From an optimization exercise on the open Yosys and OpenROAD flow, aimed at small area; shortcuts taken in it are not production practice. In this exercise RTL edits were held to simulation tests only and were not proved equivalent to the original. Power is estimated from default activity; no workload was simulated.

File: config.mk
export PLATFORM = sky130hd
export DESIGN_NAME = ascon_ctrl
export DESIGN_NICKNAME = ascon_ctrl
export VERILOG_FILES = /design/flow/design.v
export SDC_FILE = /design/flow/constraint.sdc
export NUM_CORES = 4
export LEC_CHECK = 0
export CAP_MARGIN = 20
export CORE_AREA = 5 5 325 325
export DIE_AREA = 0 0 330 330
export SLEW_MARGIN = 20
File: constraint.sdc
create_clock -name core_clock -period 4.0 [get_ports {clk}]
set_input_delay 0.8000 -clock core_clock [delete_from_list [all_inputs] [get_ports {clk}]]
set_output_delay 0.8000 -clock core_clock [all_outputs]
set_load 0.01 [all_outputs]
File: design.v
package ascon_pkg;
  typedef enum logic [2:0] {
    ST_IDLE,
    ST_LOAD,
    ST_START,
    ST_WAIT,
    ST_GAP,
    ST_UNLOAD,
    ST_RESP
  } state_t;
  localparam logic MODE_ENC = 1'b0;
  localparam logic MODE_DEC = 1'b1;
  localparam int K_DEF = 128;
  localparam int A_L_DEF = 112;
  localparam int TEXT_L_DEF = 128;
  localparam int NONCE_L = 128;
  localparam int TAG_L = 128;
  function automatic int max4(input int a, input int b, input int c, input int d);
    int ab;
    int cd;
    ab = a > b ? a : b;
    cd = c > d ? c : d;
    max4 = ab > cd ? ab : cd;
  endfunction
endpackage
module ascon_serdes #(
  parameter int W = 128,
  parameter int N = 128,
  parameter int IW = 8
) (
  input  logic          clk,
  input  logic          rst,
  input  logic          ld,
  input  logic [W-1:0]  ld_val,
  input  logic          sh,
  output logic          so,
  input  logic          cap,
  input  logic [IW-1:0] idx,
  input  logic          si,
  output logic [W-1:0]  q
);
  logic [N-1:0] piso_q, piso_d;
  logic [W-1:0] sipo_q, sipo_d;
  always_comb begin
    piso_d = ld ? N'(ld_val) << (N - W) : sh ? piso_q << 1 : piso_q;
    sipo_d = ld ? '0 : cap && 32'(idx) < W ? (sipo_q & ~(W'(1) << idx)) | (W'(si) << idx) : sipo_q;
  end
  always_ff @(posedge clk or posedge rst) begin
    if (rst) begin
      piso_q <= '0;
      sipo_q <= '0;
    end else begin
      piso_q <= piso_d;
      sipo_q <= sipo_d;
    end
  end
  assign so = piso_q[N-1];
  assign q = sipo_q;
endmodule
module ascon_ctrl #(
  parameter int K = ascon_pkg::K_DEF,
  parameter int A_L = ascon_pkg::A_L_DEF,
  parameter int TEXT_L = ascon_pkg::TEXT_L_DEF,
  parameter int MAX = ascon_pkg::max4(K, A_L, TEXT_L, ascon_pkg::TAG_L),
  parameter int START_CYC = 5,
  parameter int GAP_CYC = 2,
  parameter int TIMEOUT = 4095
) (
  input  logic               clk,
  input  logic               rst,
  input  logic               req_valid,
  output logic               req_ready,
  input  logic               req_mode,
  input  logic [K-1:0]       req_key,
  input  logic [ascon_pkg::NONCE_L-1:0] req_nonce,
  input  logic [A_L-1:0]     req_ad,
  input  logic [TEXT_L-1:0]  req_text,
  input  logic [ascon_pkg::TAG_L-1:0]   req_tag,
  output logic               core_key_SI,
  output logic               core_nonce_SI,
  output logic               core_ad_SI,
  output logic               core_text_SI,
  output logic               core_tag_SI,
  output logic               core_enc_start,
  output logic               core_dec_start,
  input  logic               core_text_SO,
  input  logic               core_tag_SO,
  input  logic               core_enc_done,
  input  logic               core_dec_done,
  input  logic               core_auth,
  output logic               rsp_valid,
  input  logic               rsp_ready,
  output logic [TEXT_L-1:0]  rsp_text,
  output logic [ascon_pkg::TAG_L-1:0]   rsp_tag,
  output logic               rsp_auth,
  output logic               rsp_err,
  output logic               rsp_mode,
  output logic               busy
);
  localparam int CW = $clog2((MAX > TIMEOUT ? MAX : TIMEOUT) + 1);
  ascon_pkg::state_t state_q, state_d;
  logic [CW-1:0] cnt_q, cnt_d;
  logic mode_q, mode_d, done_seen_q, done_seen_d, auth_q, auth_d, err_q, err_d;
  logic enc_start_q, enc_start_d, dec_start_q, dec_start_d;
  logic [MAX-1:0] key_sr_q, key_sr_d, nonce_sr_q, nonce_sr_d, ad_sr_q, ad_sr_d;
  logic accept, load, unload, done_m;
  assign accept = state_q == ascon_pkg::ST_IDLE && req_valid;
  assign load = state_q == ascon_pkg::ST_LOAD;
  assign unload = state_q == ascon_pkg::ST_UNLOAD;
  assign done_m = mode_q == ascon_pkg::MODE_DEC ? core_dec_done : core_enc_done;
  always_comb begin
    state_d = state_q;
    cnt_d = cnt_q + 1'b1;
    mode_d = mode_q;
    done_seen_d = done_seen_q;
    auth_d = auth_q;
    err_d = err_q;
    case (state_q)
      ascon_pkg::ST_IDLE: if (req_valid) begin
        state_d = ascon_pkg::ST_LOAD;
        cnt_d = '0;
        mode_d = req_mode;
        done_seen_d = 1'b0;
        auth_d = 1'b0;
        err_d = 1'b0;
      end
      ascon_pkg::ST_LOAD: if (cnt_q == CW'(MAX - 1)) begin
        state_d = ascon_pkg::ST_START;
        cnt_d = '0;
      end
      ascon_pkg::ST_START: begin
        if (done_m) begin
          done_seen_d = 1'b1;
          auth_d = mode_q == ascon_pkg::MODE_DEC && core_auth;
        end
        if (cnt_q == CW'(START_CYC - 1)) begin
          state_d = ascon_pkg::ST_WAIT;
          cnt_d = '0;
        end
      end
      ascon_pkg::ST_WAIT: if (done_seen_q || done_m) begin
        state_d = ascon_pkg::ST_GAP;
        cnt_d = '0;
        auth_d = done_m ? mode_q == ascon_pkg::MODE_DEC && core_auth : auth_q;
      end else if (cnt_q == CW'(TIMEOUT - 1)) begin
        state_d = ascon_pkg::ST_RESP;
        err_d = 1'b1;
      end
      ascon_pkg::ST_GAP: if (cnt_q == CW'(GAP_CYC - 1)) begin
        state_d = ascon_pkg::ST_UNLOAD;
        cnt_d = '0;
      end
      ascon_pkg::ST_UNLOAD: if (cnt_q == CW'(MAX - 1)) state_d = ascon_pkg::ST_RESP;
      ascon_pkg::ST_RESP: if (rsp_ready) state_d = ascon_pkg::ST_IDLE;
      default: state_d = ascon_pkg::ST_IDLE;
    endcase
    enc_start_d = state_d == ascon_pkg::ST_START && mode_d == ascon_pkg::MODE_ENC;
    dec_start_d = state_d == ascon_pkg::ST_START && mode_d == ascon_pkg::MODE_DEC;
    key_sr_d = accept ? MAX'(req_key) << (MAX - K) : load ? key_sr_q << 1 : key_sr_q;
    nonce_sr_d = accept ? MAX'(req_nonce) << (MAX - ascon_pkg::NONCE_L) : load ? nonce_sr_q << 1 : nonce_sr_q;
    ad_sr_d = accept ? MAX'(req_ad) << (MAX - A_L) : load ? ad_sr_q << 1 : ad_sr_q;
  end
  always_ff @(posedge clk or posedge rst) begin
    if (rst) begin
      state_q <= ascon_pkg::ST_IDLE;
      cnt_q <= '0;
      mode_q <= 1'b0;
      done_seen_q <= 1'b0;
      auth_q <= 1'b0;
      err_q <= 1'b0;
      enc_start_q <= 1'b0;
      dec_start_q <= 1'b0;
      key_sr_q <= '0;
      nonce_sr_q <= '0;
      ad_sr_q <= '0;
    end else begin
      state_q <= state_d;
      cnt_q <= cnt_d;
      mode_q <= mode_d;
      done_seen_q <= done_seen_d;
      auth_q <= auth_d;
      err_q <= err_d;
      enc_start_q <= enc_start_d;
      dec_start_q <= dec_start_d;
      key_sr_q <= key_sr_d;
      nonce_sr_q <= nonce_sr_d;
      ad_sr_q <= ad_sr_d;
    end
  end
  ascon_serdes #(.W(TEXT_L), .N(MAX), .IW(CW)) u_text (
    .clk(clk), .rst(rst), .ld(accept), .ld_val(req_text), .sh(load), .so(core_text_SI),
    .cap(unload), .idx(cnt_q), .si(core_text_SO), .q(rsp_text)
  );
  ascon_serdes #(.W(ascon_pkg::TAG_L), .N(MAX), .IW(CW)) u_tag (
    .clk(clk), .rst(rst), .ld(accept), .ld_val(req_tag), .sh(load), .so(core_tag_SI),
    .cap(unload), .idx(cnt_q), .si(core_tag_SO), .q(rsp_tag)
  );
  assign core_key_SI = key_sr_q[MAX-1];
  assign core_nonce_SI = nonce_sr_q[MAX-1];
  assign core_ad_SI = ad_sr_q[MAX-1];
  assign core_enc_start = enc_start_q;
  assign core_dec_start = dec_start_q;
  assign req_ready = state_q == ascon_pkg::ST_IDLE;
  assign busy = state_q != ascon_pkg::ST_IDLE;
  assign rsp_valid = state_q == ascon_pkg::ST_RESP;
  assign rsp_auth = auth_q;
  assign rsp_err = err_q;
  assign rsp_mode = mode_q;
endmodule
File: run.sh
#!/bin/bash
# synth_recipe.tcl (not shown) runs the flow's synth.tcl, then flattens the netlist and writes it again
# the make line also repeats each setting of config.mk as NAME=value (left out here)
make -C /OpenROAD-flow-scripts/flow DESIGN_CONFIG=/design/flow/config.mk WORK_HOME=/design/flow/orfs CLKGATE_MAP_FILE= SYNTH_SCRIPT=/design/flow/synth_recipe.tcl finish
==> notes.md <==
## sequential cells by signal (all words and copies together) (netlist names), 3 cells and up
name and count:
u_tag.sipo_q 128, ad_sr_q 112, key_sr_q 128, nonce_sr_q 128
u_text.piso_q 128, cnt_q 12, state_q 3, u_tag.piso_q 128
u_text.sipo_q 128
## path summary, 6_finish.rpt
kind | from | slack, ns | depth (start not counted) | to
worst max-delay path | state_q[1] | 0.77 | 3 | rsp_valid
worst min-delay path | u_text.sipo_q[91] | 0.50 | 1 | u_text.sipo_q[91]
worst max register to register | state_q[0] | 1.03 | 5 | u_tag.sipo_q[101]
worst min register to register | u_text.sipo_q[91] | 0.50 | 1 | u_text.sipo_q[91]
max in group asynchronous | rst | 2.24 | 3 | u_text.piso_q[77]
min in group asynchronous | rst | 0.54 | 2 | u_text.sipo_q[41]
## per-stage QoR
| stage | utilization [%] | worst slack, ns | instances | TNS, ns | area (um^2) |
|---|---|---|---|---|---|
| final | 53.1 | 0.768 | 6874 | 0 | 54000 |
| after floorplan | - | -9.19 | 4693 | -8283.32 | 40400 |
| after CTS | 53.0 | 0.721 | 6843 | 0 | 54000 |
| after global placement | 49.8 | 0.804 | 6669 | 0 | 50700 |
| after detailed placement | 49.8 | 0.760 | 6669 | 0 | 50700 |
| after global routing | 53.1 | 0.673 | 6867 | 0 | 54000 |
## power breakdown
group | leakage [nW] | internal [mW] | switching, mW
Sequential | 11.6 | 12.6 | 1.93
Clock | 1.61 | 5.42 | 3.84
Combinational | 10.7 | 5.00 | 7.52
Total | 23.8 | 23.1 | 13.3
## metal layers
metal	part of all wire, %	vias up	global-route usage, %
li1	-	17200	-
met1	40	18400	33.6
met2	48	1151	44.6
met3	8.2	272	8.60
met4	3.7	14	10.8
met5	0.054	-	0
## synthesized netlist by cell type (4+ instances only)
cell type	count	area [um^2]
a32o_1	18	180
nand2_1	1551	5820
o311ai_0	4	35.0
nor4_1	10	62.6
a22o_1	8	70.1
a21oi_1	15	75.1
dfrtp_1	901	22500
nand4_1	12	75.1
nor4_2	5	62.6
mux2i_1	116	1160
and2_1	18	113
inv_1	8	30.0
o21ai_0	104	521
xnor2_1	7	61.3
nor3_2	7	70.1
a31oi_1	619	3870
nor2b_1	12	75.1
nand2b_1	8	50.1
nor2_1	658	2470
o22ai_1	15	93.8
nand3_1	121	606
nor3_1	27	135
nor4_4	12	255
and4_1	4	35.0
clkbuf_1	354	1330
ha_1	4	50.1
buf_1	6	22.5
nor3b_1	4	30.0
buf_2	23	115
## critical path: stages (launching register included)
cell             delay (ns)
dfrtp_1                0.76
nor2b_1                0.25
and2_1                 0.15
clkdlybuf4s50_1        0.60
## logic make-up (layout without fill, tap and decap cells)
group / Yosys count / after routing / share of synthesized area [%]
xor gates and xnor gates: 10 / 10 / 0.217
muxes: 117 / 117 / 2.90
and+or+nand+nor: 2470 / 2470 / 24.9
buffers and inverters: 397 / 1179 / 3.83
AOI/OAI and AO/OA: 794 / 794 / 12.2
other: 0 / 31 / 0
adders and majority gates: 4 / 4 / 0.124
DFF: 901 / 901 / 55.8
## layout make-up
class	count	area (um^2)	area share (%)
flip-flops and latches	901	22500	41.7
multi-input cells	3395	16300	30.2
repair buffers	995	10100	18.7
clock buffers	141	2910	5.39
well taps	1368	1710	3.17
clock inverters	33	330	0.611
diodes	31	77.6	0.144
inverters	10	41.3	0.0764
==> qor.txt <==
=====================================================================================
Count of boundary I/O pins .............................................          903
Maximum fanout along the worst path ....................................           18
Clock buffers created by TritonCTS .....................................           99
Leakage Power ..........................................................      23.8 nW
Leading register cell type out of synthesis ............................      dfrtp_1
Netlist area before placement ..........................................  0.0404 mm^2
Max rail drop VDD ......................................................     0.597 mV
Final hold violation count .............................................            0
Post-route ant nets ....................................................            0
First-pass GRT wire length .............................................       228 mm
Ratio of final minimum period to clock period ..........................        80.8%
Cell Rows ..............................................................          117
Number of nets in the finished design ..................................         6040
Hold buffer count at CTS ...............................................            0
TritonCTS clock tree ...................................................         done
Category of the worst setup path launch point ..........................     register
Clock root buffer ......................................................    clkbuf_16
Fraction of registers with async set or reset after synthesis ..........         100%
Slew @ Worst Pin .......................................................      1.15 ns
Maximum number of pins on one net before global-route repair ...........          229
Area Growth Syn to Fin .................................................        33.8%
Area of the placeable core .............................................   0.102 mm^2
Number of global-route vias before repair ..............................        36000
Post-CTS Setup Bufs ....................................................            0
Cells after synthesis ..................................................         4693
Routability congestion estimate ........................................        0.867
Setup repair after global routing missed its margin ....................        false
Routed length per instance .............................................      22.5 um
Proportion of synthesized chip area in sequential cells ................        55.8%
Total power divided by cell area .......................................  673 mW/mm^2
Worst hold-check path type .............................................      reg2reg
CTS H-Tree Depth .......................................................            3
Most common library cell in the layout ignoring fill and taps ..........      nand2_1
Post-route DRC violation count .........................................            0
CP Data Arrival Time ...................................................      2.43 ns
Dpl hpwl ...............................................................       108 mm
Chip height ............................................................       330 um
Clock sink total .......................................................          901
DRC violation total after the first TritonRoute iteration ..............         3298
Clock-pin slew of the registers on the worst-case setup and hold paths .      0.06 ns
Post-synth EDFFs .......................................................            0
Top library cells by usage in the layout, fill and taps aside .......... 1550 x nand2_1, 901 x dfrtp_1, 900 x clkdlybuf4s50_1, 658 x nor2_1, 619 x a31oi_1
Kind of critical path ..................................................      reg2out
Max Cap Viol ...........................................................            0
Register bit total from synthesis ......................................          901
Data required time at the worst endpoint ...............................      3.20 ns
Endpoint class of the critical path ....................................   output pin
Mean Syn Cell Area .....................................................    8.60 um^2
Die footprint ..........................................................   0.109 mm^2
IO Port Bufs ...........................................................          902
Overflow after GRT .....................................................            0
Vias/cell ..............................................................         5.39
Die extent in x ........................................................       330 um
Initial Util ...........................................................        39.7%
Post-route total power .................................................      36.4 mW
Clock Skews ............................................................    0.0173 ns
Share of layout cells above drive strength 1 ...........................        5.30%
Post-Route WL ..........................................................       155 mm
Status .................................................................  timing/DRC/antenna clean
TritonRoute pass-1 iters ...............................................            5
Clock latency of the later-clocked register in the worst-skew pair .....      0.67 ns
Relative max-transition margin .........................................        23.5%
GRT Resource Usage Total ...............................................        27.2%
CTS Buffer Depth .......................................................            3
Number of antenna violations at the first check in global routing ......           35
Fmax ...................................................................      309 MHz
Layout filler cell count ...............................................         9513
Setup Viol. Count Final ................................................            0
Post-Syn Nets ..........................................................         5331
Number of gates resized after CTS ......................................            0
Via count of the routed design .........................................        37000
Slew Limit Fails .......................................................            0
Min Clock Period, post-route ...........................................      3.23 ns
YS warnings ............................................................            2
Min Hold Slack .........................................................     0.497 ns
Number of different library cells in the post-synthesis netlist ........           56
=====================================================================================

-- port drivers added, routing unchanged --
The flow's constraints put no driver on any port. The routed layout listed below was extracted and timed again, unchanged, in two steps. Step 1 (the two cells are an assumption about what drives the block):
set clk [get_ports {clk}]
set_driving_cell -lib_cell sky130_fd_sc_hd__clkbuf_16 $clk
set_driving_cell -lib_cell sky130_fd_sc_hd__buf_2 [delete_from_list [all_inputs] $clk]
Step 2 times the ports against the registers' clock, not the clock port: input delays grow and output delays shrink by t, the midpoint of the rising clock arrivals with the driver on. a / b / c = ideal ports / drivers / drivers and shift; a / b = the first two.
t (ns): 0.736
setup WS [ns]: 0.768 / 0.691 / 0.705
hold WS [ns]: 0.497 / 0.483 / 0.497
worst setup path at the end: input to register
cell pins on the clock port's net: 1
After both steps setup and hold are still met in this run. The setup slack of this run moves by -0.077 ns with the drivers and by -0.063 ns with both steps.
